From an optimization exercise on the open Yosys and OpenROAD flow, aimed at small area, a short achievable clock period and few clock cycles per item; shortcuts taken in it are not production practice.
The RTL was checked by simulation tests, not by an equivalence proof against the original design.

==> flow/design.v, too long to show whole: its modules and the start of the top module <==
// module compass_heading_hard_iron_cal: 1676 lines
module compass_heading_hard_iron_cal (
  input  logic               clk,
  input  logic               rst,
  input  logic               sample_valid,
  output logic               sample_ready,
  input  logic [1:0]         action,
  input  logic signed [15:0] mag_x,
  input  logic signed [15:0] mag_y,
  input  logic signed [15:0] mag_z,
  output logic               result_valid,
  input  logic               result_ready,
  output logic [8:0]         heading_deg,
  output logic signed [15:0] offset_x,
  output logic signed [15:0] offset_y,
  output logic signed [15:0] offset_z
);
  // ...
==> flow/run.sh <==
#!/bin/bash
# synth_recipe.tcl (not shown) runs the flow's synth.tcl, then flattens the netlist and writes it again
# the make line also repeats each setting of config.mk as NAME=value (left out here)
make -C /OpenROAD-flow-scripts/flow DESIGN_CONFIG=/design/flow/config.mk WORK_HOME=/design/flow/orfs CLKGATE_MAP_FILE= SYNTH_SCRIPT=/design/flow/synth_recipe.tcl finish
==> flow/config.mk <==
export PLATFORM = sky130hd
export DESIGN_NAME = compass_heading_hard_iron_cal
export DESIGN_NICKNAME = compass_heading_hard_iron_cal
export VERILOG_FILES = /design/flow/design.v
export SDC_FILE = /design/flow/constraint.sdc
export NUM_CORES = 4
export LEC_CHECK = 0
export CAP_MARGIN = 20
export CORE_MARGIN = 2
export CORE_UTILIZATION = 45
export SETUP_SLACK_MARGIN = 5
export SLEW_MARGIN = 20
==> flow/constraint.sdc <==
create_clock -name core_clock -period 9.0 [get_ports {clk}]
set_input_delay 1.8000 -clock core_clock [delete_from_list [all_inputs] [get_ports {clk}]]
set_output_delay 1.8000 -clock core_clock [all_outputs]
set_load 0.01 [all_outputs]
==> qor.yml, run 1 <==
crit_start: "p16_p2"
critPathBufInv: 2
seq_share: 0.342
drc: 0
place_congestion: 0.902
synth_edf_count: 180
top_layer: "met5"
clock_area_frac: 0.0614
met3_usage: 0.0266
route.vias.total: 67000
port_buffers: 112
fin_crit_ps: 4170
hold_end: "p7_p2"
synth_top_area_share: 0.326
grtUsageTotal: 0.226
place_ws_ps: 3500
worst_slack_ps: 4830
fin_tns_setup_ps: 0
setup_viol: 0
n_sequential_cell: 1660
status: "complete, no violations"
end_kind: "flip-flop"
die_y_um: 453
area_delta_synth_final_pct: 13.0
buf_share: 0.0226
vias_per_cell: 5.40
Testbench counts, summed over its fixed seeds: cycles 7,440, items 7,200.
==> run 2: changes to the inputs <==
--- a/flow/design.v
+++ b/flow/design.v
@@ -224,16 +224,21 @@
   logic signed [42:0] s15_r14_xf;
   logic signed [42:0] s15_r14_yf;
   logic signed [42:0] s15_r14_xs;
   logic [43:0] s15_r14_yt;
   logic signed [27:0] s15_r14_yn;
   logic [0:0] s15_r15_neg;
   logic [0:0] s15_r15_zr;
   logic [0:0] s15_r15_p;
+  logic [24:0] s16_kg;
+  logic [24:0] s16_kp0;
+  logic [24:0] s16_kp4;
+  logic [24:0] s16_kp8;
+  logic [24:0] s16_kp12;
   logic [24:0] s16_kz;
   logic [0:0] s16_c1;
   logic [0:0] s16_c2;
   logic [0:0] s16_c3;
   logic [0:0] s16_c4;
   logic [0:0] s16_c5;
   logic [0:0] s16_c6;
   logic [0:0] s16_c7;
@@ -415,57 +420,16 @@
   logic [0:0] s16_c183;
   logic [0:0] s16_c184;
   logic [0:0] s16_c185;
   logic [0:0] s16_c186;
   logic [0:0] s16_c187;
   logic [0:0] s16_c188;
   logic [0:0] s16_c189;
   logic [0:0] s16_c190;
-  logic [0:0] s16_c191;
-  logic [0:0] s16_c192;
-  logic [0:0] s16_c193;
-  logic [0:0] s16_c194;
-  logic [0:0] s16_c195;
-  logic [0:0] s16_c196;
-  logic [0:0] s16_c197;
-  logic [0:0] s16_c198;
-  logic [0:0] s16_c199;
-  logic [0:0] s16_c200;
-  logic [0:0] s16_c201;
-  logic [0:0] s16_c202;
-  logic [0:0] s16_c203;
-  logic [0:0] s16_c204;
-  logic [0:0] s16_c205;
-  logic [0:0] s16_c206;
-  logic [0:0] s16_c207;
-  logic [0:0] s16_c208;
-  logic [0:0] s16_c209;
-  logic [0:0] s16_c210;
-  logic [0:0] s16_c211;
-  logic [0:0] s16_c212;
-  logic [0:0] s16_c213;
-  logic [0:0] s16_c214;
-  logic [0:0] s16_c215;
-  logic [0:0] s16_c216;
-  logic [0:0] s16_c217;
-  logic [0:0] s16_c218;
-  logic [0:0] s16_c219;
-  logic [0:0] s16_c220;
-  logic [0:0] s16_c221;
-  logic [0:0] s16_c222;
-  logic [0:0] s16_c223;
-  logic [0:0] s16_c224;
-  logic [0:0] s16_c225;
-  logic [0:0] s16_c226;
-  logic [0:0] s16_c227;
-  logic [0:0] s16_c228;
-  logic [0:0] s16_c229;
-  logic [0:0] s16_c230;
-  logic [0:0] s16_c231;
   logic [24:0] s16_ra;
   logic [24:0] s16_rb;
   logic [24:0] s17_a;
   logic [8:0] s17_ah;
   logic [8:0] s17_code;
   assign s0_x0 = mag_y[15] ? -{1'b1, mag_y} : {1'b0, mag_y};
   assign s0_y0 = mag_y[15] ? {mag_x[15], mag_x} : -{mag_x[15], mag_x};
   assign s0_g2 = (mag_y == 16'd0);
@@ -626,250 +590,214 @@
   assign s15_r14_xf = {2'd0, p15_X};
   assign s15_r14_yf = {{14{p15_Y[28]}}, p15_Y};
   assign s15_r14_xs = s15_r14_xf >>> 14;
   assign s15_r14_yt = {s15_r14_yf, 1'b1} + {s15_r14_xs ^ {43{!s15_r14_neg}}, !s15_r14_neg};
   assign s15_r14_yn = s15_r14_yt[28:1];
   assign s15_r15_neg = s15_r14_yn[27];
   assign s15_r15_zr = s15_r14_zr || (s15_r14_yn == 28'd0);
   assign s15_r15_p = !s15_r15_zr && !s15_r15_neg;
+  assign s16_kg = (p16_g1 ? (p16_g2 ? 25'd5250664 : 25'd32906856) : (p16_g2 ? 25'd27008616 : 25'd21110376));
+  assign s16_kp0 = (p16_p0 ? (p16_p1 ? (p16_p2 ? (p16_p3 ? 25'd12153822 : 25'd11219932) : (p16_p3 ? 25'd10314064 : 25'd9380174)) : (p16_p2 ? (p16_p3 ? 25'd8671888 : 25'd7737998) : (p16_p3 ? 25'd6832130 : 25'd5898240))) : (p16_p1 ? (p16_p2 ? (p16_p3 ? 25'd6255582 : 25'd5321692) : (p16_p3 ? 25'd4415824 : 25'd3481934)) : (p16_p2 ? (p16_p3 ? 25'd2773648 : 25'd1839758) : (p16_p3 ? 25'd933890 : 25'd0))));
+  assign s16_kp4 = (p16_p4 ? (p16_p5 ? (p16_p6 ? (p16_p7 ? 25'd879368 : 25'd820698) : (p16_p7 ? 25'd762036 : 25'd703366)) : (p16_p6 ? (p16_p7 ? 25'd644760 : 25'd586090) : (p16_p7 ? 25'd527428 : 25'd468758))) : (p16_p5 ? (p16_p6 ? (p16_p7 ? 25'd410610 : 25'd351940) : (p16_p7 ? 25'd293278 : 25'd234608)) : (p16_p6 ? (p16_p7 ? 25'd176002 : 25'd117332) : (p16_p7 ? 25'd58670 : 25'd0))));
+  assign s16_kp8 = (p16_p8 ? (p16_p9 ? (p16_p10 ? (p16_p11 ? 25'd55004 : 25'd51338) : (p16_p11 ? 25'd47670 : 25'd44004)) : (p16_p10 ? (p16_p11 ? 25'd40336 : 25'd36670) : (p16_p11 ? 25'd33002 : 25'd29336))) : (p16_p9 ? (p16_p10 ? (p16_p11 ? 25'd25668 : 25'd22002) : (p16_p11 ? 25'd18334 : 25'd14668)) : (p16_p10 ? (p16_p11 ? 25'd11000 : 25'd7334) : (p16_p11 ? 25'd3666 : 25'd0))));
+  assign s16_kp12 = (p16_p12 ? (p16_p13 ? (p16_p14 ? (p16_p15 ? 25'd3438 : 25'd3208) : (p16_p15 ? 25'd2980 : 25'd2750)) : (p16_p14 ? (p16_p15 ? 25'd2522 : 25'd2292) : (p16_p15 ? 25'd2064 : 25'd1834))) : (p16_p13 ? (p16_p14 ? (p16_p15 ? 25'd1604 : 25'd1374) : (p16_p15 ? 25'd1146 : 25'd916)) : (p16_p14 ? (p16_p15 ? 25'd688 : 25'd458) : (p16_p15 ? 25'd230 : 25'd0))));
   assign s16_kz = p16_zrs0 ? 25'd6545816 : (p16_zrs1 ? 25'd3596696 : (p16_zrs2 ? 25'd1855729 : (p16_zrs3 ? 25'd935850 : (p16_zrs4 ? 25'd468905 : (p16_zrs5 ? 25'd234526 : (p16_zrs6 ? 25'd117222 : (p16_zrs7 ? 25'd58556 : (p16_zrs10 ? 25'd7219 : (p16_zrs13 ? 25'd802 : (p16_zrs14 ? 25'd344 : (p16_zrs15 ? 25'd115 : (25'd0))))))))))));
-  assign s16_c1 = p16_p1 ^ p16_p2 ^ p16_p3;
-  assign s16_c2 = (p16_p1 & p16_p2) | (p16_p1 & p16_p3) | (p16_p2 & p16_p3);
-  assign s16_c3 = p16_p4 ^ p16_p7 ^ p16_p10;
-  assign s16_c4 = (p16_p4 & p16_p7) | (p16_p4 & p16_p10) | (p16_p7 & p16_p10);
-  assign s16_c5 = p16_p11 ^ p16_p12 ^ p16_p14;
-  assign s16_c6 = (p16_p11 & p16_p12) | (p16_p11 & p16_p14) | (p16_p12 & p16_p14);
-  assign s16_c7 = p16_p1 ^ p16_p2 ^ p16_p4;
-  assign s16_c8 = (p16_p1 & p16_p2) | (p16_p1 & p16_p4) | (p16_p2 & p16_p4);
-  assign s16_c9 = p16_p6 ^ p16_p7 ^ p16_p9;
-  assign s16_c10 = (p16_p6 & p16_p7) | (p16_p6 & p16_p9) | (p16_p7 & p16_p9);
-  assign s16_c11 = p16_p10 ^ p16_p13 ^ p16_p15;
-  assign s16_c12 = (p16_p10 & p16_p13) | (p16_p10 & p16_p15) | (p16_p13 & p16_p15);
-  assign s16_c13 = p16_p1 ^ p16_p2 ^ p16_p7;
-  assign s16_c14 = (p16_p1 & p16_p2) | (p16_p1 & p16_p7) | (p16_p2 & p16_p7);
-  assign s16_c15 = p16_p8 ^ p16_p9 ^ p16_p12;
-  assign s16_c16 = (p16_p8 & p16_p9) | (p16_p8 & p16_p12) | (p16_p9 & p16_p12);
-  assign s16_c17 = p16_p14 ^ s16_kz[3] ^ 1'b1;
-  assign s16_c18 = (p16_p14 & s16_kz[3]) | (p16_p14 & 1'b1) | (s16_kz[3] & 1'b1);
-  assign s16_c19 = p16_p4 ^ p16_p5 ^ p16_p6;
-  assign s16_c20 = (p16_p4 & p16_p5) | (p16_p4 & p16_p6) | (p16_p5 & p16_p6);
-  assign s16_c21 = p16_p8 ^ p16_p11 ^ p16_p13;
-  assign s16_c22 = (p16_p8 & p16_p11) | (p16_p8 & p16_p13) | (p16_p11 & p16_p13);
-  assign s16_c23 = p16_p5 ^ p16_p7 ^ p16_p10;
-  assign s16_c24 = (p16_p5 & p16_p7) | (p16_p5 & p16_p10) | (p16_p7 & p16_p10);
-  assign s16_c25 = p16_p12 ^ p16_p15 ^ s16_kz[5];
-  assign s16_c26 = (p16_p12 & p16_p15) | (p16_p12 & s16_kz[5]) | (p16_p15 & s16_kz[5]);
-  assign s16_c27 = p16_p1 ^ p16_p5 ^ p16_p6;
-  assign s16_c28 = (p16_p1 & p16_p5) | (p16_p1 & p16_p6) | (p16_p5 & p16_p6);
-  assign s16_c29 = p16_p9 ^ p16_p11 ^ p16_p14;
-  assign s16_c30 = (p16_p9 & p16_p11) | (p16_p9 & p16_p14) | (p16_p11 & p16_p14);
-  assign s16_c31 = p16_p15 ^ s16_kz[6] ^ 1'b1;
-  assign s16_c32 = (p16_p15 & s16_kz[6]) | (p16_p15 & 1'b1) | (s16_kz[6] & 1'b1);
-  assign s16_c33 = p16_p2 ^ p16_p8 ^ p16_p10;
-  assign s16_c34 = (p16_p2 & p16_p8) | (p16_p2 & p16_p10) | (p16_p8 & p16_p10);
-  assign s16_c35 = p16_p13 ^ p16_p14 ^ p16_p15;
-  assign s16_c36 = (p16_p13 & p16_p14) | (p16_p13 & p16_p15) | (p16_p14 & p16_p15);
-  assign s16_c37 = p16_p1 ^ p16_p4 ^ p16_p7;
-  assign s16_c38 = (p16_p1 & p16_p4) | (p16_p1 & p16_p7) | (p16_p4 & p16_p7);
-  assign s16_c39 = p16_p9 ^ p16_p12 ^ p16_p13;
-  assign s16_c40 = (p16_p9 & p16_p12) | (p16_p9 & p16_p13) | (p16_p12 & p16_p13);
-  assign s16_c41 = p16_p2 ^ p16_p4 ^ p16_p6;
-  assign s16_c42 = (p16_p2 & p16_p4) | (p16_p2 & p16_p6) | (p16_p4 & p16_p6);
-  assign s16_c43 = p16_p8 ^ p16_p11 ^ p16_p12;
-  assign s16_c44 = (p16_p8 & p16_p11) | (p16_p8 & p16_p12) | (p16_p11 & p16_p12);
-  assign s16_c45 = p16_p13 ^ s16_kz[9] ^ 1'b1;
-  assign s16_c46 = (p16_p13 & s16_kz[9]) | (p16_p13 & 1'b1) | (s16_kz[9] & 1'b1);
-  assign s16_c47 = p16_p4 ^ p16_p5 ^ p16_p7;
-  assign s16_c48 = (p16_p4 & p16_p5) | (p16_p4 & p16_p7) | (p16_p5 & p16_p7);
-  assign s16_c49 = p16_p10 ^ p16_p11 ^ p16_p12;
-  assign s16_c50 = (p16_p10 & p16_p11) | (p16_p10 & p16_p12) | (p16_p11 & p16_p12);
-  assign s16_c51 = p16_p6 ^ p16_p9 ^ p16_p10;
-  assign s16_c52 = (p16_p6 & p16_p9) | (p16_p6 & p16_p10) | (p16_p9 & p16_p10);
-  assign s16_c53 = p16_p11 ^ s16_kz[11] ^ 1'b1;
-  assign s16_c54 = (p16_p11 & s16_kz[11]) | (p16_p11 & 1'b1) | (s16_kz[11] & 1'b1);
-  assign s16_c55 = p16_p2 ^ p16_p5 ^ p16_p8;
-  assign s16_c56 = (p16_p2 & p16_p5) | (p16_p2 & p16_p8) | (p16_p5 & p16_p8);
-  assign s16_c57 = p16_p9 ^ p16_p10 ^ s16_kz[12];
-  assign s16_c58 = (p16_p9 & p16_p10) | (p16_p9 & s16_kz[12]) | (p16_p10 & s16_kz[12]);
-  assign s16_c59 = p16_p1 ^ p16_p4 ^ p16_p7;
-  assign s16_c60 = (p16_p1 & p16_p4) | (p16_p1 & p16_p7) | (p16_p4 & p16_p7);
-  assign s16_c61 = p16_p8 ^ p16_p9 ^ s16_kz[13];
-  assign s16_c62 = (p16_p8 & p16_p9) | (p16_p8 & s16_kz[13]) | (p16_p9 & s16_kz[13]);
-  assign s16_c63 = p16_p3 ^ p16_p6 ^ p16_p7;
-  assign s16_c64 = (p16_p3 & p16_p6) | (p16_p3 & p16_p7) | (p16_p6 & p16_p7);
-  assign s16_c65 = p16_p5 ^ p16_p6 ^ p16_p7;
-  assign s16_c66 = (p16_p5 & p16_p6) | (p16_p5 & p16_p7) | (p16_p6 & p16_p7);
-  assign s16_c67 = p16_p1 ^ p16_p4 ^ p16_p5;
-  assign s16_c68 = (p16_p1 & p16_p4) | (p16_p1 & p16_p5) | (p16_p4 & p16_p5);
-  assign s16_c69 = p16_g2 ^ p16_p0 ^ p16_p3;
-  assign s16_c70 = (p16_g2 & p16_p0) | (p16_g2 & p16_p3) | (p16_p0 & p16_p3);
-  assign s16_c71 = p16_p4 ^ p16_p5 ^ s16_kz[17];
-  assign s16_c72 = (p16_p4 & p16_p5) | (p16_p4 & s16_kz[17]) | (p16_p5 & s16_kz[17]);
-  assign s16_c73 = p16_g1 ^ p16_p1 ^ p16_p2;
-  assign s16_c74 = (p16_g1 & p16_p1) | (p16_g1 & p16_p2) | (p16_p1 & p16_p2);
-  assign s16_c75 = p16_p3 ^ p16_p4 ^ s16_kz[18];
-  assign s16_c76 = (p16_p3 & p16_p4) | (p16_p3 & s16_kz[18]) | (p16_p4 & s16_kz[18]);
-  assign s16_c77 = p16_g2 ^ p16_p0 ^ p16_p2;
-  assign s16_c78 = (p16_g2 & p16_p0) | (p16_g2 & p16_p2) | (p16_p0 & p16_p2);
-  assign s16_c79 = p16_g1 ^ p16_g2 ^ p16_p0;
-  assign s16_c80 = (p16_g1 & p16_g2) | (p16_g1 & p16_p0) | (p16_g2 & p16_p0);
-  assign s16_c81 = p16_p1 ^ p16_p2 ^ s16_kz[20];
-  assign s16_c82 = (p16_p1 & p16_p2) | (p16_p1 & s16_kz[20]) | (p16_p2 & s16_kz[20]);
-  assign s16_c83 = p16_g1 ^ p16_p1 ^ s16_kz[21];
-  assign s16_c84 = (p16_g1 & p16_p1) | (p16_g1 & s16_kz[21]) | (p16_p1 & s16_kz[21]);
-  assign s16_c85 = p16_g2 ^ p16_p0 ^ s16_kz[22];
-  assign s16_c86 = (p16_g2 & p16_p0) | (p16_g2 & s16_kz[22]) | (p16_p0 & s16_kz[22]);
-  assign s16_c87 = s16_c1 ^ s16_c3 ^ s16_c5;
-  assign s16_c88 = (s16_c1 & s16_c3) | (s16_c1 & s16_c5) | (s16_c3 & s16_c5);
-  assign s16_c89 = s16_c2 ^ s16_c4 ^ s16_c6;
-  assign s16_c90 = (s16_c2 & s16_c4) | (s16_c2 & s16_c6) | (s16_c4 & s16_c6);
-  assign s16_c91 = s16_c7 ^ s16_c9 ^ s16_c11;
-  assign s16_c92 = (s16_c7 & s16_c9) | (s16_c7 & s16_c11) | (s16_c9 & s16_c11);
-  assign s16_c93 = s16_c8 ^ s16_c10 ^ s16_c12;
-  assign s16_c94 = (s16_c8 & s16_c10) | (s16_c8 & s16_c12) | (s16_c10 & s16_c12);
-  assign s16_c95 = s16_c13 ^ s16_c15 ^ s16_c17;
-  assign s16_c96 = (s16_c13 & s16_c15) | (s16_c13 & s16_c17) | (s16_c15 & s16_c17);
-  assign s16_c97 = s16_c14 ^ s16_c16 ^ s16_c18;
-  assign s16_c98 = (s16_c14 & s16_c16) | (s16_c14 & s16_c18) | (s16_c16 & s16_c18);
-  assign s16_c99 = s16_c19 ^ s16_c21 ^ s16_kz[4];
-  assign s16_c100 = (s16_c19 & s16_c21) | (s16_c19 & s16_kz[4]) | (s16_c21 & s16_kz[4]);
-  assign s16_c101 = s16_c20 ^ s16_c22 ^ s16_c23;
-  assign s16_c102 = (s16_c20 & s16_c22) | (s16_c20 & s16_c23) | (s16_c22 & s16_c23);
-  assign s16_c103 = s16_c24 ^ s16_c26 ^ s16_c27;
-  assign s16_c104 = (s16_c24 & s16_c26) | (s16_c24 & s16_c27) | (s16_c26 & s16_c27);
-  assign s16_c105 = s16_c28 ^ s16_c30 ^ s16_c32;
-  assign s16_c106 = (s16_c28 & s16_c30) | (s16_c28 & s16_c32) | (s16_c30 & s16_c32);
-  assign s16_c107 = s16_c33 ^ s16_c35 ^ s16_kz[7];
-  assign s16_c108 = (s16_c33 & s16_c35) | (s16_c33 & s16_kz[7]) | (s16_c35 & s16_kz[7]);
-  assign s16_c109 = s16_c34 ^ s16_c36 ^ s16_c37;
-  assign s16_c110 = (s16_c34 & s16_c36) | (s16_c34 & s16_c37) | (s16_c36 & s16_c37);
-  assign s16_c111 = s16_c39 ^ p16_p14 ^ s16_kz[8];
-  assign s16_c112 = (s16_c39 & p16_p14) | (s16_c39 & s16_kz[8]) | (p16_p14 & s16_kz[8]);
-  assign s16_c113 = s16_c38 ^ s16_c40 ^ s16_c41;
-  assign s16_c114 = (s16_c38 & s16_c40) | (s16_c38 & s16_c41) | (s16_c40 & s16_c41);
-  assign s16_c115 = s16_c42 ^ s16_c44 ^ s16_c46;
-  assign s16_c116 = (s16_c42 & s16_c44) | (s16_c42 & s16_c46) | (s16_c44 & s16_c46);
-  assign s16_c117 = s16_c47 ^ s16_c49 ^ s16_kz[10];
-  assign s16_c118 = (s16_c47 & s16_c49) | (s16_c47 & s16_kz[10]) | (s16_c49 & s16_kz[10]);
-  assign s16_c119 = s16_c48 ^ s16_c50 ^ s16_c51;
-  assign s16_c120 = (s16_c48 & s16_c50) | (s16_c48 & s16_c51) | (s16_c50 & s16_c51);
-  assign s16_c121 = s16_c52 ^ s16_c54 ^ s16_c55;
-  assign s16_c122 = (s16_c52 & s16_c54) | (s16_c52 & s16_c55) | (s16_c54 & s16_c55);
-  assign s16_c123 = s16_c56 ^ s16_c58 ^ s16_c59;
-  assign s16_c124 = (s16_c56 & s16_c58) | (s16_c56 & s16_c59) | (s16_c58 & s16_c59);
-  assign s16_c125 = s16_c60 ^ s16_c62 ^ s16_c63;
-  assign s16_c126 = (s16_c60 & s16_c62) | (s16_c60 & s16_c63) | (s16_c62 & s16_c63);
-  assign s16_c127 = s16_c64 ^ s16_c65 ^ s16_kz[15];
-  assign s16_c128 = (s16_c64 & s16_c65) | (s16_c64 & s16_kz[15]) | (s16_c65 & s16_kz[15]);
-  assign s16_c129 = s16_c66 ^ s16_c67 ^ p16_p6;
-  assign s16_c130 = (s16_c66 & s16_c67) | (s16_c66 & p16_p6) | (s16_c67 & p16_p6);
-  assign s16_c131 = s16_c68 ^ s16_c69 ^ s16_c71;
-  assign s16_c132 = (s16_c68 & s16_c69) | (s16_c68 & s16_c71) | (s16_c69 & s16_c71);
+  assign s16_c1 = s16_kg[0] ^ s16_kp0[0] ^ s16_kp4[0];
+  assign s16_c2 = (s16_kg[0] & s16_kp0[0]) | (s16_kg[0] & s16_kp4[0]) | (s16_kp0[0] & s16_kp4[0]);
+  assign s16_c3 = s16_kp8[0] ^ s16_kp12[0] ^ s16_kz[0];
+  assign s16_c4 = (s16_kp8[0] & s16_kp12[0]) | (s16_kp8[0] & s16_kz[0]) | (s16_kp12[0] & s16_kz[0]);
+  assign s16_c5 = s16_kg[1] ^ s16_kp0[1] ^ s16_kp4[1];
+  assign s16_c6 = (s16_kg[1] & s16_kp0[1]) | (s16_kg[1] & s16_kp4[1]) | (s16_kp0[1] & s16_kp4[1]);
+  assign s16_c7 = s16_kp8[1] ^ s16_kp12[1] ^ s16_kz[1];
+  assign s16_c8 = (s16_kp8[1] & s16_kp12[1]) | (s16_kp8[1] & s16_kz[1]) | (s16_kp12[1] & s16_kz[1]);
+  assign s16_c9 = s16_kg[2] ^ s16_kp0[2] ^ s16_kp4[2];
+  assign s16_c10 = (s16_kg[2] & s16_kp0[2]) | (s16_kg[2] & s16_kp4[2]) | (s16_kp0[2] & s16_kp4[2]);
+  assign s16_c11 = s16_kp8[2] ^ s16_kp12[2] ^ s16_kz[2];
+  assign s16_c12 = (s16_kp8[2] & s16_kp12[2]) | (s16_kp8[2] & s16_kz[2]) | (s16_kp12[2] & s16_kz[2]);
+  assign s16_c13 = s16_kg[3] ^ s16_kp0[3] ^ s16_kp4[3];
+  assign s16_c14 = (s16_kg[3] & s16_kp0[3]) | (s16_kg[3] & s16_kp4[3]) | (s16_kp0[3] & s16_kp4[3]);
+  assign s16_c15 = s16_kp8[3] ^ s16_kp12[3] ^ s16_kz[3];
+  assign s16_c16 = (s16_kp8[3] & s16_kp12[3]) | (s16_kp8[3] & s16_kz[3]) | (s16_kp12[3] & s16_kz[3]);
+  assign s16_c17 = s16_kg[4] ^ s16_kp0[4] ^ s16_kp4[4];
+  assign s16_c18 = (s16_kg[4] & s16_kp0[4]) | (s16_kg[4] & s16_kp4[4]) | (s16_kp0[4] & s16_kp4[4]);
+  assign s16_c19 = s16_kp8[4] ^ s16_kp12[4] ^ s16_kz[4];
+  assign s16_c20 = (s16_kp8[4] & s16_kp12[4]) | (s16_kp8[4] & s16_kz[4]) | (s16_kp12[4] & s16_kz[4]);
+  assign s16_c21 = s16_kg[5] ^ s16_kp0[5] ^ s16_kp4[5];
+  assign s16_c22 = (s16_kg[5] & s16_kp0[5]) | (s16_kg[5] & s16_kp4[5]) | (s16_kp0[5] & s16_kp4[5]);
+  assign s16_c23 = s16_kp8[5] ^ s16_kp12[5] ^ s16_kz[5];
+  assign s16_c24 = (s16_kp8[5] & s16_kp12[5]) | (s16_kp8[5] & s16_kz[5]) | (s16_kp12[5] & s16_kz[5]);
+  assign s16_c25 = s16_kg[6] ^ s16_kp0[6] ^ s16_kp4[6];
+  assign s16_c26 = (s16_kg[6] & s16_kp0[6]) | (s16_kg[6] & s16_kp4[6]) | (s16_kp0[6] & s16_kp4[6]);
+  assign s16_c27 = s16_kp8[6] ^ s16_kp12[6] ^ s16_kz[6];
+  assign s16_c28 = (s16_kp8[6] & s16_kp12[6]) | (s16_kp8[6] & s16_kz[6]) | (s16_kp12[6] & s16_kz[6]);
+  assign s16_c29 = s16_kg[7] ^ s16_kp0[7] ^ s16_kp4[7];
+  assign s16_c30 = (s16_kg[7] & s16_kp0[7]) | (s16_kg[7] & s16_kp4[7]) | (s16_kp0[7] & s16_kp4[7]);
+  assign s16_c31 = s16_kp8[7] ^ s16_kp12[7] ^ s16_kz[7];
+  assign s16_c32 = (s16_kp8[7] & s16_kp12[7]) | (s16_kp8[7] & s16_kz[7]) | (s16_kp12[7] & s16_kz[7]);
+  assign s16_c33 = s16_kg[8] ^ s16_kp0[8] ^ s16_kp4[8];
+  assign s16_c34 = (s16_kg[8] & s16_kp0[8]) | (s16_kg[8] & s16_kp4[8]) | (s16_kp0[8] & s16_kp4[8]);
+  assign s16_c35 = s16_kp8[8] ^ s16_kp12[8] ^ s16_kz[8];
+  assign s16_c36 = (s16_kp8[8] & s16_kp12[8]) | (s16_kp8[8] & s16_kz[8]) | (s16_kp12[8] & s16_kz[8]);
+  assign s16_c37 = s16_kg[9] ^ s16_kp0[9] ^ s16_kp4[9];
+  assign s16_c38 = (s16_kg[9] & s16_kp0[9]) | (s16_kg[9] & s16_kp4[9]) | (s16_kp0[9] & s16_kp4[9]);
+  assign s16_c39 = s16_kp8[9] ^ s16_kp12[9] ^ s16_kz[9];
+  assign s16_c40 = (s16_kp8[9] & s16_kp12[9]) | (s16_kp8[9] & s16_kz[9]) | (s16_kp12[9] & s16_kz[9]);
+  assign s16_c41 = s16_kg[10] ^ s16_kp0[10] ^ s16_kp4[10];
+  assign s16_c42 = (s16_kg[10] & s16_kp0[10]) | (s16_kg[10] & s16_kp4[10]) | (s16_kp0[10] & s16_kp4[10]);
+  assign s16_c43 = s16_kp8[10] ^ s16_kp12[10] ^ s16_kz[10];
+  assign s16_c44 = (s16_kp8[10] & s16_kp12[10]) | (s16_kp8[10] & s16_kz[10]) | (s16_kp12[10] & s16_kz[10]);
+  assign s16_c45 = s16_kg[11] ^ s16_kp0[11] ^ s16_kp4[11];
+  assign s16_c46 = (s16_kg[11] & s16_kp0[11]) | (s16_kg[11] & s16_kp4[11]) | (s16_kp0[11] & s16_kp4[11]);
+  assign s16_c47 = s16_kp8[11] ^ s16_kp12[11] ^ s16_kz[11];
+  assign s16_c48 = (s16_kp8[11] & s16_kp12[11]) | (s16_kp8[11] & s16_kz[11]) | (s16_kp12[11] & s16_kz[11]);
+  assign s16_c49 = s16_kg[12] ^ s16_kp0[12] ^ s16_kp4[12];
+  assign s16_c50 = (s16_kg[12] & s16_kp0[12]) | (s16_kg[12] & s16_kp4[12]) | (s16_kp0[12] & s16_kp4[12]);
+  assign s16_c51 = s16_kp8[12] ^ s16_kp12[12] ^ s16_kz[12];
+  assign s16_c52 = (s16_kp8[12] & s16_kp12[12]) | (s16_kp8[12] & s16_kz[12]) | (s16_kp12[12] & s16_kz[12]);
+  assign s16_c53 = s16_kg[13] ^ s16_kp0[13] ^ s16_kp4[13];
+  assign s16_c54 = (s16_kg[13] & s16_kp0[13]) | (s16_kg[13] & s16_kp4[13]) | (s16_kp0[13] & s16_kp4[13]);
+  assign s16_c55 = s16_kp8[13] ^ s16_kp12[13] ^ s16_kz[13];
+  assign s16_c56 = (s16_kp8[13] & s16_kp12[13]) | (s16_kp8[13] & s16_kz[13]) | (s16_kp12[13] & s16_kz[13]);
+  assign s16_c57 = s16_kg[14] ^ s16_kp0[14] ^ s16_kp4[14];
+  assign s16_c58 = (s16_kg[14] & s16_kp0[14]) | (s16_kg[14] & s16_kp4[14]) | (s16_kp0[14] & s16_kp4[14]);
+  assign s16_c59 = s16_kp8[14] ^ s16_kp12[14] ^ s16_kz[14];
+  assign s16_c60 = (s16_kp8[14] & s16_kp12[14]) | (s16_kp8[14] & s16_kz[14]) | (s16_kp12[14] & s16_kz[14]);
+  assign s16_c61 = s16_kg[15] ^ s16_kp0[15] ^ s16_kp4[15];
+  assign s16_c62 = (s16_kg[15] & s16_kp0[15]) | (s16_kg[15] & s16_kp4[15]) | (s16_kp0[15] & s16_kp4[15]);
+  assign s16_c63 = s16_kp8[15] ^ s16_kp12[15] ^ s16_kz[15];
+  assign s16_c64 = (s16_kp8[15] & s16_kp12[15]) | (s16_kp8[15] & s16_kz[15]) | (s16_kp12[15] & s16_kz[15]);
+  assign s16_c65 = s16_kg[16] ^ s16_kp0[16] ^ s16_kp4[16];
+  assign s16_c66 = (s16_kg[16] & s16_kp0[16]) | (s16_kg[16] & s16_kp4[16]) | (s16_kp0[16] & s16_kp4[16]);
+  assign s16_c67 = s16_kp8[16] ^ s16_kp12[16] ^ s16_kz[16];
+  assign s16_c68 = (s16_kp8[16] & s16_kp12[16]) | (s16_kp8[16] & s16_kz[16]) | (s16_kp12[16] & s16_kz[16]);
+  assign s16_c69 = s16_kg[17] ^ s16_kp0[17] ^ s16_kp4[17];
+  assign s16_c70 = (s16_kg[17] & s16_kp0[17]) | (s16_kg[17] & s16_kp4[17]) | (s16_kp0[17] & s16_kp4[17]);
+  assign s16_c71 = s16_kp8[17] ^ s16_kp12[17] ^ s16_kz[17];
+  assign s16_c72 = (s16_kp8[17] & s16_kp12[17]) | (s16_kp8[17] & s16_kz[17]) | (s16_kp12[17] & s16_kz[17]);
+  assign s16_c73 = s16_kg[18] ^ s16_kp0[18] ^ s16_kp4[18];
+  assign s16_c74 = (s16_kg[18] & s16_kp0[18]) | (s16_kg[18] & s16_kp4[18]) | (s16_kp0[18] & s16_kp4[18]);
+  assign s16_c75 = s16_kp8[18] ^ s16_kp12[18] ^ s16_kz[18];
+  assign s16_c76 = (s16_kp8[18] & s16_kp12[18]) | (s16_kp8[18] & s16_kz[18]) | (s16_kp12[18] & s16_kz[18]);
+  assign s16_c77 = s16_kg[19] ^ s16_kp0[19] ^ s16_kp4[19];
+  assign s16_c78 = (s16_kg[19] & s16_kp0[19]) | (s16_kg[19] & s16_kp4[19]) | (s16_kp0[19] & s16_kp4[19]);
+  assign s16_c79 = s16_kp8[19] ^ s16_kp12[19] ^ s16_kz[19];
+  assign s16_c80 = (s16_kp8[19] & s16_kp12[19]) | (s16_kp8[19] & s16_kz[19]) | (s16_kp12[19] & s16_kz[19]);
+  assign s16_c81 = s16_kg[20] ^ s16_kp0[20] ^ s16_kp4[20];
+  assign s16_c82 = (s16_kg[20] & s16_kp0[20]) | (s16_kg[20] & s16_kp4[20]) | (s16_kp0[20] & s16_kp4[20]);
+  assign s16_c83 = s16_kp8[20] ^ s16_kp12[20] ^ s16_kz[20];
+  assign s16_c84 = (s16_kp8[20] & s16_kp12[20]) | (s16_kp8[20] & s16_kz[20]) | (s16_kp12[20] & s16_kz[20]);
+  assign s16_c85 = s16_kg[21] ^ s16_kp0[21] ^ s16_kp4[21];
+  assign s16_c86 = (s16_kg[21] & s16_kp0[21]) | (s16_kg[21] & s16_kp4[21]) | (s16_kp0[21] & s16_kp4[21]);
+  assign s16_c87 = s16_kp8[21] ^ s16_kp12[21] ^ s16_kz[21];
+  assign s16_c88 = (s16_kp8[21] & s16_kp12[21]) | (s16_kp8[21] & s16_kz[21]) | (s16_kp12[21] & s16_kz[21]);
+  assign s16_c89 = s16_kg[22] ^ s16_kp0[22] ^ s16_kp4[22];
+  assign s16_c90 = (s16_kg[22] & s16_kp0[22]) | (s16_kg[22] & s16_kp4[22]) | (s16_kp0[22] & s16_kp4[22]);
+  assign s16_c91 = s16_kp8[22] ^ s16_kp12[22] ^ s16_kz[22];
+  assign s16_c92 = (s16_kp8[22] & s16_kp12[22]) | (s16_kp8[22] & s16_kz[22]) | (s16_kp12[22] & s16_kz[22]);
+  assign s16_c93 = s16_kg[23] ^ s16_kp0[23] ^ s16_kp4[23];
+  assign s16_c94 = (s16_kg[23] & s16_kp0[23]) | (s16_kg[23] & s16_kp4[23]) | (s16_kp0[23] & s16_kp4[23]);
+  assign s16_c95 = s16_kp8[23] ^ s16_kp12[23] ^ s16_kz[23];
+  assign s16_c96 = (s16_kp8[23] & s16_kp12[23]) | (s16_kp8[23] & s16_kz[23]) | (s16_kp12[23] & s16_kz[23]);
+  assign s16_c97 = s16_kg[24] ^ s16_kp0[24] ^ s16_kp4[24];
+  assign s16_c98 = s16_kp8[24] ^ s16_kp12[24] ^ s16_kz[24];
+  assign s16_c99 = s16_c2 ^ s16_c4 ^ s16_c5;
+  assign s16_c100 = (s16_c2 & s16_c4) | (s16_c2 & s16_c5) | (s16_c4 & s16_c5);
+  assign s16_c101 = s16_c6 ^ s16_c8 ^ s16_c9;
+  assign s16_c102 = (s16_c6 & s16_c8) | (s16_c6 & s16_c9) | (s16_c8 & s16_c9);
+  assign s16_c103 = s16_c10 ^ s16_c12 ^ s16_c13;
+  assign s16_c104 = (s16_c10 & s16_c12) | (s16_c10 & s16_c13) | (s16_c12 & s16_c13);
+  assign s16_c105 = s16_c14 ^ s16_c16 ^ s16_c17;
+  assign s16_c106 = (s16_c14 & s16_c16) | (s16_c14 & s16_c17) | (s16_c16 & s16_c17);
+  assign s16_c107 = s16_c18 ^ s16_c20 ^ s16_c21;
+  assign s16_c108 = (s16_c18 & s16_c20) | (s16_c18 & s16_c21) | (s16_c20 & s16_c21);
+  assign s16_c109 = s16_c22 ^ s16_c24 ^ s16_c25;
+  assign s16_c110 = (s16_c22 & s16_c24) | (s16_c22 & s16_c25) | (s16_c24 & s16_c25);
+  assign s16_c111 = s16_c26 ^ s16_c28 ^ s16_c29;
+  assign s16_c112 = (s16_c26 & s16_c28) | (s16_c26 & s16_c29) | (s16_c28 & s16_c29);
+  assign s16_c113 = s16_c30 ^ s16_c32 ^ s16_c33;
+  assign s16_c114 = (s16_c30 & s16_c32) | (s16_c30 & s16_c33) | (s16_c32 & s16_c33);
+  assign s16_c115 = s16_c34 ^ s16_c36 ^ s16_c37;
+  assign s16_c116 = (s16_c34 & s16_c36) | (s16_c34 & s16_c37) | (s16_c36 & s16_c37);
+  assign s16_c117 = s16_c38 ^ s16_c40 ^ s16_c41;
+  assign s16_c118 = (s16_c38 & s16_c40) | (s16_c38 & s16_c41) | (s16_c40 & s16_c41);
+  assign s16_c119 = s16_c42 ^ s16_c44 ^ s16_c45;
+  assign s16_c120 = (s16_c42 & s16_c44) | (s16_c42 & s16_c45) | (s16_c44 & s16_c45);
+  assign s16_c121 = s16_c46 ^ s16_c48 ^ s16_c49;
+  assign s16_c122 = (s16_c46 & s16_c48) | (s16_c46 & s16_c49) | (s16_c48 & s16_c49);
+  assign s16_c123 = s16_c50 ^ s16_c52 ^ s16_c53;
+  assign s16_c124 = (s16_c50 & s16_c52) | (s16_c50 & s16_c53) | (s16_c52 & s16_c53);
+  assign s16_c125 = s16_c54 ^ s16_c56 ^ s16_c57;
+  assign s16_c126 = (s16_c54 & s16_c56) | (s16_c54 & s16_c57) | (s16_c56 & s16_c57);
+  assign s16_c127 = s16_c58 ^ s16_c60 ^ s16_c61;
+  assign s16_c128 = (s16_c58 & s16_c60) | (s16_c58 & s16_c61) | (s16_c60 & s16_c61);
+  assign s16_c129 = s16_c62 ^ s16_c64 ^ s16_c65;
+  assign s16_c130 = (s16_c62 & s16_c64) | (s16_c62 & s16_c65) | (s16_c64 & s16_c65);
+  assign s16_c131 = s16_c66 ^ s16_c68 ^ s16_c69;
+  assign s16_c132 = (s16_c66 & s16_c68) | (s16_c66 & s16_c69) | (s16_c68 & s16_c69);
   assign s16_c133 = s16_c70 ^ s16_c72 ^ s16_c73;
   assign s16_c134 = (s16_c70 & s16_c72) | (s16_c70 & s16_c73) | (s16_c72 & s16_c73);
   assign s16_c135 = s16_c74 ^ s16_c76 ^ s16_c77;
   assign s16_c136 = (s16_c74 & s16_c76) | (s16_c74 & s16_c77) | (s16_c76 & s16_c77);
-  assign s16_c137 = s16_c78 ^ s16_c79 ^ s16_c81;
-  assign s16_c138 = (s16_c78 & s16_c79) | (s16_c78 & s16_c81) | (s16_c79 & s16_c81);
-  assign s16_c139 = s16_c80 ^ s16_c82 ^ s16_c83;
-  assign s16_c140 = (s16_c80 & s16_c82) | (s16_c80 & s16_c83) | (s16_c82 & s16_c83);
-  assign s16_c141 = s16_c84 ^ s16_c85 ^ 1'b1;
-  assign s16_c142 = (s16_c84 & s16_c85) | (s16_c84 & 1'b1) | (s16_c85 & 1'b1);
-  assign s16_c143 = s16_c86 ^ p16_g1 ^ s16_kz[23];
-  assign s16_c144 = (s16_c86 & p16_g1) | (s16_c86 & s16_kz[23]) | (p16_g1 & s16_kz[23]);
-  assign s16_c145 = s16_c87 ^ p16_p15 ^ s16_kz[1];
-  assign s16_c146 = (s16_c87 & p16_p15) | (s16_c87 & s16_kz[1]) | (p16_p15 & s16_kz[1]);
-  assign s16_c147 = s16_c88 ^ s16_c89 ^ s16_c91;
-  assign s16_c148 = (s16_c88 & s16_c89) | (s16_c88 & s16_c91) | (s16_c89 & s16_c91);
-  assign s16_c149 = s16_c90 ^ s16_c92 ^ s16_c93;
-  assign s16_c150 = (s16_c90 & s16_c92) | (s16_c90 & s16_c93) | (s16_c92 & s16_c93);
-  assign s16_c151 = s16_c94 ^ s16_c96 ^ s16_c97;
-  assign s16_c152 = (s16_c94 & s16_c96) | (s16_c94 & s16_c97) | (s16_c96 & s16_c97);
-  assign s16_c153 = s16_c98 ^ s16_c100 ^ s16_c101;
-  assign s16_c154 = (s16_c98 & s16_c100) | (s16_c98 & s16_c101) | (s16_c100 & s16_c101);
-  assign s16_c155 = s16_c102 ^ s16_c103 ^ s16_c29;
-  assign s16_c156 = (s16_c102 & s16_c103) | (s16_c102 & s16_c29) | (s16_c103 & s16_c29);
-  assign s16_c157 = s16_c104 ^ s16_c105 ^ s16_c107;
-  assign s16_c158 = (s16_c104 & s16_c105) | (s16_c104 & s16_c107) | (s16_c105 & s16_c107);
-  assign s16_c159 = s16_c106 ^ s16_c108 ^ s16_c109;
-  assign s16_c160 = (s16_c106 & s16_c108) | (s16_c106 & s16_c109) | (s16_c108 & s16_c109);
-  assign s16_c161 = s16_c110 ^ s16_c112 ^ s16_c113;
-  assign s16_c162 = (s16_c110 & s16_c112) | (s16_c110 & s16_c113) | (s16_c112 & s16_c113);
-  assign s16_c163 = s16_c114 ^ s16_c115 ^ s16_c117;
-  assign s16_c164 = (s16_c114 & s16_c115) | (s16_c114 & s16_c117) | (s16_c115 & s16_c117);
-  assign s16_c165 = s16_c116 ^ s16_c118 ^ s16_c119;
-  assign s16_c166 = (s16_c116 & s16_c118) | (s16_c116 & s16_c119) | (s16_c118 & s16_c119);
-  assign s16_c167 = s16_c120 ^ s16_c121 ^ s16_c57;
-  assign s16_c168 = (s16_c120 & s16_c121) | (s16_c120 & s16_c57) | (s16_c121 & s16_c57);
-  assign s16_c169 = s16_c122 ^ s16_c123 ^ s16_c61;
-  assign s16_c170 = (s16_c122 & s16_c123) | (s16_c122 & s16_c61) | (s16_c123 & s16_c61);
-  assign s16_c171 = s16_c124 ^ s16_c125 ^ p16_p8;
-  assign s16_c172 = (s16_c124 & s16_c125) | (s16_c124 & p16_p8) | (s16_c125 & p16_p8);
-  assign s16_c173 = s16_c128 ^ s16_c129 ^ s16_kz[16];
-  assign s16_c174 = (s16_c128 & s16_c129) | (s16_c128 & s16_kz[16]) | (s16_c129 & s16_kz[16]);
-  assign s16_c175 = s16_c130 ^ s16_c131 ^ 1'b1;
-  assign s16_c176 = (s16_c130 & s16_c131) | (s16_c130 & 1'b1) | (s16_c131 & 1'b1);
-  assign s16_c177 = s16_c132 ^ s16_c133 ^ s16_c75;
-  assign s16_c178 = (s16_c132 & s16_c133) | (s16_c132 & s16_c75) | (s16_c133 & s16_c75);
-  assign s16_c179 = s16_c134 ^ s16_c135 ^ p16_p3;
-  assign s16_c180 = (s16_c134 & s16_c135) | (s16_c134 & p16_p3) | (s16_c135 & p16_p3);
-  assign s16_c181 = s16_c144 ^ s16_kz[24] ^ 1'b1;
-  assign s16_c182 = s16_c146 ^ s16_c147 ^ s16_kz[2];
-  assign s16_c183 = (s16_c146 & s16_c147) | (s16_c146 & s16_kz[2]) | (s16_c147 & s16_kz[2]);
-  assign s16_c184 = s16_c148 ^ s16_c149 ^ s16_c95;
-  assign s16_c185 = (s16_c148 & s16_c149) | (s16_c148 & s16_c95) | (s16_c149 & s16_c95);
-  assign s16_c186 = s16_c150 ^ s16_c151 ^ s16_c99;
-  assign s16_c187 = (s16_c150 & s16_c151) | (s16_c150 & s16_c99) | (s16_c151 & s16_c99);
-  assign s16_c188 = s16_c152 ^ s16_c153 ^ s16_c25;
-  assign s16_c189 = (s16_c152 & s16_c153) | (s16_c152 & s16_c25) | (s16_c153 & s16_c25);
-  assign s16_c190 = s16_c154 ^ s16_c155 ^ s16_c31;
-  assign s16_c191 = (s16_c154 & s16_c155) | (s16_c154 & s16_c31) | (s16_c155 & s16_c31);
-  assign s16_c192 = s16_c158 ^ s16_c159 ^ s16_c111;
-  assign s16_c193 = (s16_c158 & s16_c159) | (s16_c158 & s16_c111) | (s16_c159 & s16_c111);
-  assign s16_c194 = s16_c160 ^ s16_c161 ^ s16_c43;
-  assign s16_c195 = (s16_c160 & s16_c161) | (s16_c160 & s16_c43) | (s16_c161 & s16_c43);
-  assign s16_c196 = s16_c162 ^ s16_c163 ^ 1'b1;
-  assign s16_c197 = (s16_c162 & s16_c163) | (s16_c162 & 1'b1) | (s16_c163 & 1'b1);
-  assign s16_c198 = s16_c164 ^ s16_c165 ^ s16_c53;
-  assign s16_c199 = (s16_c164 & s16_c165) | (s16_c164 & s16_c53) | (s16_c165 & s16_c53);
-  assign s16_c200 = s16_c166 ^ s16_c167 ^ 1'b1;
-  assign s16_c201 = (s16_c166 & s16_c167) | (s16_c166 & 1'b1) | (s16_c167 & 1'b1);
-  assign s16_c202 = s16_c170 ^ s16_c171 ^ s16_kz[14];
-  assign s16_c203 = (s16_c170 & s16_c171) | (s16_c170 & s16_kz[14]) | (s16_c171 & s16_kz[14]);
-  assign s16_c204 = s16_c172 ^ s16_c126 ^ s16_c127;
-  assign s16_c205 = (s16_c172 & s16_c126) | (s16_c172 & s16_c127) | (s16_c126 & s16_c127);
-  assign s16_c206 = s16_c178 ^ s16_c179 ^ s16_kz[19];
-  assign s16_c207 = (s16_c178 & s16_c179) | (s16_c178 & s16_kz[19]) | (s16_c179 & s16_kz[19]);
-  assign s16_c208 = s16_c180 ^ s16_c136 ^ s16_c137;
-  assign s16_c209 = (s16_c180 & s16_c136) | (s16_c180 & s16_c137) | (s16_c136 & s16_c137);
-  assign s16_c210 = s16_c187 ^ s16_c188 ^ 1'b1;
-  assign s16_c211 = (s16_c187 & s16_c188) | (s16_c187 & 1'b1) | (s16_c188 & 1'b1);
-  assign s16_c212 = s16_c191 ^ s16_c156 ^ s16_c157;
-  assign s16_c213 = (s16_c191 & s16_c156) | (s16_c191 & s16_c157) | (s16_c156 & s16_c157);
-  assign s16_c214 = s16_c193 ^ s16_c194 ^ s16_c45;
-  assign s16_c215 = (s16_c193 & s16_c194) | (s16_c193 & s16_c45) | (s16_c194 & s16_c45);
-  assign s16_c216 = s16_c201 ^ s16_c168 ^ s16_c169;
-  assign s16_c217 = (s16_c201 & s16_c168) | (s16_c201 & s16_c169) | (s16_c168 & s16_c169);
-  assign s16_c218 = s16_c209 ^ s16_c138 ^ s16_c139;
-  assign s16_c219 = (s16_c209 & s16_c138) | (s16_c209 & s16_c139) | (s16_c138 & s16_c139);
-  assign s16_c220 = s16_c211 ^ s16_c189 ^ s16_c190;
-  assign s16_c221 = (s16_c211 & s16_c189) | (s16_c211 & s16_c190) | (s16_c189 & s16_c190);
-  assign s16_c222 = s16_c215 ^ s16_c195 ^ s16_c196;
-  assign s16_c223 = (s16_c215 & s16_c195) | (s16_c215 & s16_c196) | (s16_c195 & s16_c196);
-  assign s16_c224 = s16_c219 ^ s16_c140 ^ s16_c141;
-  assign s16_c225 = (s16_c219 & s16_c140) | (s16_c219 & s16_c141) | (s16_c140 & s16_c141);
-  assign s16_c226 = s16_c223 ^ s16_c197 ^ s16_c198;
-  assign s16_c227 = (s16_c223 & s16_c197) | (s16_c223 & s16_c198) | (s16_c197 & s16_c198);
-  assign s16_c228 = s16_c225 ^ s16_c142 ^ s16_c143;
-  assign s16_c229 = (s16_c225 & s16_c142) | (s16_c225 & s16_c143) | (s16_c142 & s16_c143);
-  assign s16_c230 = s16_c227 ^ s16_c199 ^ s16_c200;
-  assign s16_c231 = (s16_c227 & s16_c199) | (s16_c227 & s16_c200) | (s16_c199 & s16_c200);
-  assign s16_ra = {s16_c229, s16_c228, s16_c224, s16_c218, s16_c207, s16_c206, s16_c176, s16_c174, s16_c205, s16_c203, s16_c217, s16_c231, s16_c230, s16_c226, s16_c222, s16_c214, s16_c213, s16_c221, s16_c220, s16_c210, s16_c185, s16_c183, s16_c182, s16_c145, s16_kz[0]};
-  assign s16_rb = {s16_c181, 1'b0, 1'b0, 1'b0, s16_c208, 1'b0, s16_c177, s16_c175, s16_c173, s16_c204, s16_c202, s16_c216, 1'b0, 1'b0, 1'b0, 1'b0, s16_c192, s16_c212, 1'b0, 1'b0, s16_c186, s16_c184, 1'b0, 1'b0, 1'b0};
+  assign s16_c137 = s16_c78 ^ s16_c80 ^ s16_c81;
+  assign s16_c138 = (s16_c78 & s16_c80) | (s16_c78 & s16_c81) | (s16_c80 & s16_c81);
+  assign s16_c139 = s16_c82 ^ s16_c84 ^ s16_c85;
+  assign s16_c140 = (s16_c82 & s16_c84) | (s16_c82 & s16_c85) | (s16_c84 & s16_c85);
+  assign s16_c141 = s16_c86 ^ s16_c88 ^ s16_c89;
+  assign s16_c142 = (s16_c86 & s16_c88) | (s16_c86 & s16_c89) | (s16_c88 & s16_c89);
+  assign s16_c143 = s16_c90 ^ s16_c92 ^ s16_c93;
+  assign s16_c144 = (s16_c90 & s16_c92) | (s16_c90 & s16_c93) | (s16_c92 & s16_c93);
+  assign s16_c145 = s16_c94 ^ s16_c96 ^ s16_c97;
+  assign s16_c146 = s16_c100 ^ s16_c101 ^ s16_c11;
+  assign s16_c147 = (s16_c100 & s16_c101) | (s16_c100 & s16_c11) | (s16_c101 & s16_c11);
+  assign s16_c148 = s16_c102 ^ s16_c103 ^ s16_c15;
+  assign s16_c149 = (s16_c102 & s16_c103) | (s16_c102 & s16_c15) | (s16_c103 & s16_c15);
+  assign s16_c150 = s16_c104 ^ s16_c105 ^ s16_c19;
+  assign s16_c151 = (s16_c104 & s16_c105) | (s16_c104 & s16_c19) | (s16_c105 & s16_c19);
+  assign s16_c152 = s16_c106 ^ s16_c107 ^ s16_c23;
+  assign s16_c153 = (s16_c106 & s16_c107) | (s16_c106 & s16_c23) | (s16_c107 & s16_c23);
+  assign s16_c154 = s16_c108 ^ s16_c109 ^ s16_c27;
+  assign s16_c155 = (s16_c108 & s16_c109) | (s16_c108 & s16_c27) | (s16_c109 & s16_c27);
+  assign s16_c156 = s16_c110 ^ s16_c111 ^ s16_c31;
+  assign s16_c157 = (s16_c110 & s16_c111) | (s16_c110 & s16_c31) | (s16_c111 & s16_c31);
+  assign s16_c158 = s16_c112 ^ s16_c113 ^ s16_c35;
+  assign s16_c159 = (s16_c112 & s16_c113) | (s16_c112 & s16_c35) | (s16_c113 & s16_c35);
+  assign s16_c160 = s16_c114 ^ s16_c115 ^ s16_c39;
+  assign s16_c161 = (s16_c114 & s16_c115) | (s16_c114 & s16_c39) | (s16_c115 & s16_c39);
+  assign s16_c162 = s16_c116 ^ s16_c117 ^ s16_c43;
+  assign s16_c163 = (s16_c116 & s16_c117) | (s16_c116 & s16_c43) | (s16_c117 & s16_c43);
+  assign s16_c164 = s16_c118 ^ s16_c119 ^ s16_c47;
+  assign s16_c165 = (s16_c118 & s16_c119) | (s16_c118 & s16_c47) | (s16_c119 & s16_c47);
+  assign s16_c166 = s16_c120 ^ s16_c121 ^ s16_c51;
+  assign s16_c167 = (s16_c120 & s16_c121) | (s16_c120 & s16_c51) | (s16_c121 & s16_c51);
+  assign s16_c168 = s16_c122 ^ s16_c123 ^ s16_c55;
+  assign s16_c169 = (s16_c122 & s16_c123) | (s16_c122 & s16_c55) | (s16_c123 & s16_c55);
+  assign s16_c170 = s16_c124 ^ s16_c125 ^ s16_c59;
+  assign s16_c171 = (s16_c124 & s16_c125) | (s16_c124 & s16_c59) | (s16_c125 & s16_c59);
+  assign s16_c172 = s16_c126 ^ s16_c127 ^ s16_c63;
+  assign s16_c173 = (s16_c126 & s16_c127) | (s16_c126 & s16_c63) | (s16_c127 & s16_c63);
+  assign s16_c174 = s16_c128 ^ s16_c129 ^ s16_c67;
+  assign s16_c175 = (s16_c128 & s16_c129) | (s16_c128 & s16_c67) | (s16_c129 & s16_c67);
+  assign s16_c176 = s16_c130 ^ s16_c131 ^ s16_c71;
+  assign s16_c177 = (s16_c130 & s16_c131) | (s16_c130 & s16_c71) | (s16_c131 & s16_c71);
+  assign s16_c178 = s16_c132 ^ s16_c133 ^ s16_c75;
+  assign s16_c179 = (s16_c132 & s16_c133) | (s16_c132 & s16_c75) | (s16_c133 & s16_c75);
+  assign s16_c180 = s16_c134 ^ s16_c135 ^ s16_c79;
+  assign s16_c181 = (s16_c134 & s16_c135) | (s16_c134 & s16_c79) | (s16_c135 & s16_c79);
+  assign s16_c182 = s16_c136 ^ s16_c137 ^ s16_c83;
+  assign s16_c183 = (s16_c136 & s16_c137) | (s16_c136 & s16_c83) | (s16_c137 & s16_c83);
+  assign s16_c184 = s16_c138 ^ s16_c139 ^ s16_c87;
+  assign s16_c185 = (s16_c138 & s16_c139) | (s16_c138 & s16_c87) | (s16_c139 & s16_c87);
+  assign s16_c186 = s16_c140 ^ s16_c141 ^ s16_c91;
+  assign s16_c187 = (s16_c140 & s16_c141) | (s16_c140 & s16_c91) | (s16_c141 & s16_c91);
+  assign s16_c188 = s16_c142 ^ s16_c143 ^ s16_c95;
+  assign s16_c189 = (s16_c142 & s16_c143) | (s16_c142 & s16_c95) | (s16_c143 & s16_c95);
+  assign s16_c190 = s16_c144 ^ s16_c145 ^ s16_c98;
+  assign s16_ra = {s16_c189, s16_c187, s16_c185, s16_c183, s16_c181, s16_c179, s16_c177, s16_c175, s16_c173, s16_c171, s16_c169, s16_c167, s16_c165, s16_c163, s16_c161, s16_c159, s16_c157, s16_c155, s16_c153, s16_c151, s16_c149, s16_c147, s16_c146, s16_c99, s16_c1};
+  assign s16_rb = {s16_c190, s16_c188, s16_c186, s16_c184, s16_c182, s16_c180, s16_c178, s16_c176, s16_c174, s16_c172, s16_c170, s16_c168, s16_c166, s16_c164, s16_c162, s16_c160, s16_c158, s16_c156, s16_c154, s16_c152, s16_c150, s16_c148, 1'b0, s16_c7, s16_c3};
   assign s17_a = p17_ra + p17_rb;
   assign s17_ah = s17_a[24:16];
   always_comb begin
     case (p17_tag)
       2'd0:    s17_code = s17_ah + (s17_ah[8] ? 9'd360 : 9'd0);
       2'd1:    s17_code = 9'd510;
       2'd3:    s17_code = 9'd511;
       default: s17_code = 9'd0;
==> flow/config.mk (replaced) <==
export PLATFORM = sky130hd
export DESIGN_NAME = compass_heading_hard_iron_cal
export DESIGN_NICKNAME = compass_heading_hard_iron_cal
export VERILOG_FILES = /design/flow/design.v
export SDC_FILE = /design/flow/constraint.sdc
export NUM_CORES = 4
export LEC_CHECK = 0
export CAP_MARGIN = 20
export CORE_MARGIN = 2
export CORE_UTILIZATION = 55
export SETUP_SLACK_MARGIN = 5
export SLEW_MARGIN = 20
==> qor.yml, run 2 <==
arrival_ps: 4560  # was 4910 ps
start_util: 0.553  # was 0.454
worst_setup_path_start_kind: "flip-flop"  # unchanged
wl_um: 236000  # was 238000 um
setup_viol: 0  # unchanged
dieArea_um2: 169000  # was 206000 um2
tightest_slew_ps: 1060  # was 1050 ps
drc: 0  # unchanged
r2r_end: "offset_y[9]"  # was p17_ra[12]
ant_nets: 0  # unchanged
yosys-top-cells-count: "dfxtp_1, xnor2_1, ha_1, nor2_1, a21oi_1"  # unchanged
cts_tree: "yes"  # unchanged
syn-num-nets: 10600  # was 10.4k
grt_pass1_vias: 66400  # was 66.3k
die_w_um: 411  # was 453 um
crit_fanout: 48  # was 4
route.vias.total: 68400  # was 67.0k
maxCapViolations: 0  # unchanged
rsz0062_at_grt: "true"  # unchanged
hold_end: "p7_tag[0]"  # was p7_p2
clock_latency_ps: 840  # about the same
grt_pass1_wl_um: 365000  # was 371000 um
yosysWarnings: 1  # unchanged
critical_path_class: "reg -> reg"  # unchanged
relSlewSlack: 0.294  # was 0.301
reg2reg_depth: 14  # was 10
final-max-slew-violation-count: 0  # unchanged
grtUsageTotal: 0.272  # was 0.226
mostFrequentLayoutCells: "dfxtp_1, xnor2_1, ha_1"  # unchanged
wire_per_inst_um: 19.6  # was 19.2 um
cts_buffer_depth: 3  # unchanged
synth_top_area_share: 0.328  # was 0.326
synthDistinctLibCells: 106  # was 101
setup.reg_to_reg.worst_slack_ps: 5120  # was 4830 ps
area_delta_synth_final_pct: 11.8  # was 13.0%
required_ps: 9680  # was 9750 ps
fin_skew_ps: 38.9  # was 44.8 ps
hp-class: "reg -> reg"  # unchanged
hold_path.startpoint: "p6_tag[0]"  # was p6_p2
synth_seq_cells: 1672  # was 1660
reg2reg_from: "q_rd[1]"  # was p16_p2
ys_seq_area_frac: 0.387  # was 0.386
period_share: 0.431  # was 0.463
fin_crit_ps: 3880  # was 4170 ps
drive_gt1_frac: 0.0608  # was 0.0748
overflow: 0  # unchanged
drt-pass1-iter-count: 5  # was 6
synth_edf_count: 180  # unchanged
antenna_cells: 0  # was 4
cts_sinks: 1672  # was 1660
numCtsBuffers: 178  # was 177
port_buffers: 112  # unchanged
dp_hpwl_um: 183000  # was 186000 um
core_area_um2: 165000  # was 200000 um2
yosys.area.top_type: "dfxtp_1"  # unchanged
fin_tns_setup_ps: 0  # unchanged
nets: 10700  # was 10.6k
postCtsHoldBufs: 0  # unchanged
multi_input_area_um2: 53700  # was 53800 um2
holdPathStages: 0  # unchanged
vias_per_cell: 5.67  # was 5.40
clk_pin_slew_ps: 60  # about the same
ys_async_sr_fraction: 0  # unchanged
synth_area_per_cell_um2: 9.54  # was 9.65 um2
place_congestion: 0.923  # was 0.902
final-seq-area_um2: 35300  # was 35100 um2
grt_max_degree: 107  # was 133
synth_area_leaders: "dfxtp_1, ha_1, xnor2_1"  # unchanged
worst_slack_ps: 5120  # was 4830 ps
die_y_um: 411  # was 453 um
syn_area_um2: 91100  # was 90900 um2
synthCells: 9551  # was 9419
place_ws_ps: 3940  # was 3500 ps
synthFlopType: "dfxtp_1"  # unchanged
yosysMostFrequentCell: "dfxtp_1"  # unchanged
root_buffer: "clkbuf_16"  # unchanged
num_rows: 149  # was 164
cts_max_level: 4  # unchanged
antenna_found_initial: 4  # was 8
fill_cells: 14100  # was 18.4k
drt_iter0_markers: 4553  # was 3967
finalHoldViolCount: 0  # unchanged
io_pins: 113  # unchanged
final_common_cell: "dfxtp_1"  # unchanged
end_kind: "flip-flop"  # unchanged
status: "complete, no violations"  # unchanged
fmaxAchievable_mhz: 258  # was 240 MHz
run 2: cell count changes after synthesis, moves of 22 or more:
cell | previous run | this run
a21oi_1 | 595 | 678
fa_1 | 108 | 55
ha_1 | 866 | 914
inv_1 | 477 | 430
nand2_1 | 447 | 488
o21ai_0 | 326 | 363
nor2_1 | 742 | 765
a21oi_2 | 23 | 1
run 2: final cells by class:
type | instances | area share
flip-flops and latches | 1672 | 0.347
clock buffers | 232 | 0.0486
multi-input cells | 7217 | 0.528
well taps | 2189 | 0.0269
inverters | 431 | 0.0159
clock inverters | 99 | 0.0124
repair buffers | 209 | 0.0220
run 2: stage by stage:
stage,util,hold WS [ps],cells,instance area (um2)
2_1_floorplan,-,310,9551,91100
3_3_place_gp,0.573,310,11700,94400
3_5_place_dp,0.573,312,11700,94400
4_1_cts,0.612,306,12000,101000
5_1_grt,0.618,313,12000,102000
6_report,0.618,311,12000,102000
run 2: logic make-up after synthesis:
kind of cell / Yosys count / synth area share
adder cells (fa/ha/maj): 969 / 0.138
AND/OR/NAND/NOR: 2407 / 0.129
other: 1 / 0.0000412
multiplexers: 146 / 0.0167
XOR/XNOR: 1541 / 0.148
flip-flops: 1672 / 0.387
buffers and inverters: 662 / 0.0281
AO/OA/AOI/OAI: 2153 / 0.154
run 2: worst max-delay path, stage by stage (launching register included):
cell and delay [ps]:
dfxtp_1 470, inv_1 170, ha_4 270, and4bb_2 310, a221o_1 310, a221o_1 330, a2111oi_2 430, a41oi_2 240
nand4_1 210, nor4_4 70, buf_4 190, o211a_2 170, buf_12 160, nand3_1 170, a21oi_1 90
run 2: how the worst max path moves through the flow:
| stage | from | to | cells after the start | slack (ps) |
|---|---|---|---|---|
| floorplan | result_ready | q_cnt[4] | 16 | 5000 |
| global placement | result_ready | q_cnt[4] | 16 | 3910 |
| detailed placement | result_ready | q_cnt[4] | 16 | 3940 |
| CTS | p15_X[14] | p16_p15 | 13 | 5000 |
| global route | p7_Y[27] | p8_Y[32] | 14 | 4810 |
| finish | q_rd[1] | offset_y[9] | 14 | 5120 |
run 2: timing repair:
action                                  4_1_cts  5_1_grt
gates cloned                                  0        5
pin swaps                                     2       12
gates resized for setup                      56       88
endpoints found under the setup margin      246      231
buffers inserted                              6       46
run 2: layer usage:
metal / part of all wire / up-vias / wire, um / track usage
li1: - / 34000 / - / -
met1: 0.43 / 32300 / 102000 / 0.339
met2: 0.49 / 1596 / 116000 / 0.478
met3: 0.043 / 408 / 10100 / 0.0362
met4: 0.035 / 2 / 8330 / 0.0990
met5: 0.000047 / - / 11 / 0
Testbench counts of run 2, summed over its fixed seeds: cycles 7,440, items 7,200.

[what the ideal ports hide]
The flow's constraints put no driver on any port. The routed layouts listed below were extracted and timed again, unchanged, in two steps.
Step 1: set_driving_cell puts a clkbuf_16 on clk and a buf_2 on each other input, an assumption about the parent block.
Step 2 also shifts input and output timing later by t, the mid clock arrival at the registers, as if the neighbouring blocks saw the same clock.
a / b / c = ideal ports / drivers / drivers and shift; a / b = the first two.
run	t (ns)	setup WS [ns]	hold WS [ns]	worst setup path at the end
run 1	0.907	4.832 / 4.832 / 4.491	0.305 / 0.305 / 0.305	input to register
run 2	0.909	5.124 / 5.124 / 4.359	0.311 / 0.311 / 0.311	input to register
After both steps setup and hold are still met in every run listed. The setup slack of run 2, which loses most, moves by 0.000 ns with the drivers and by -0.765 ns with both steps.
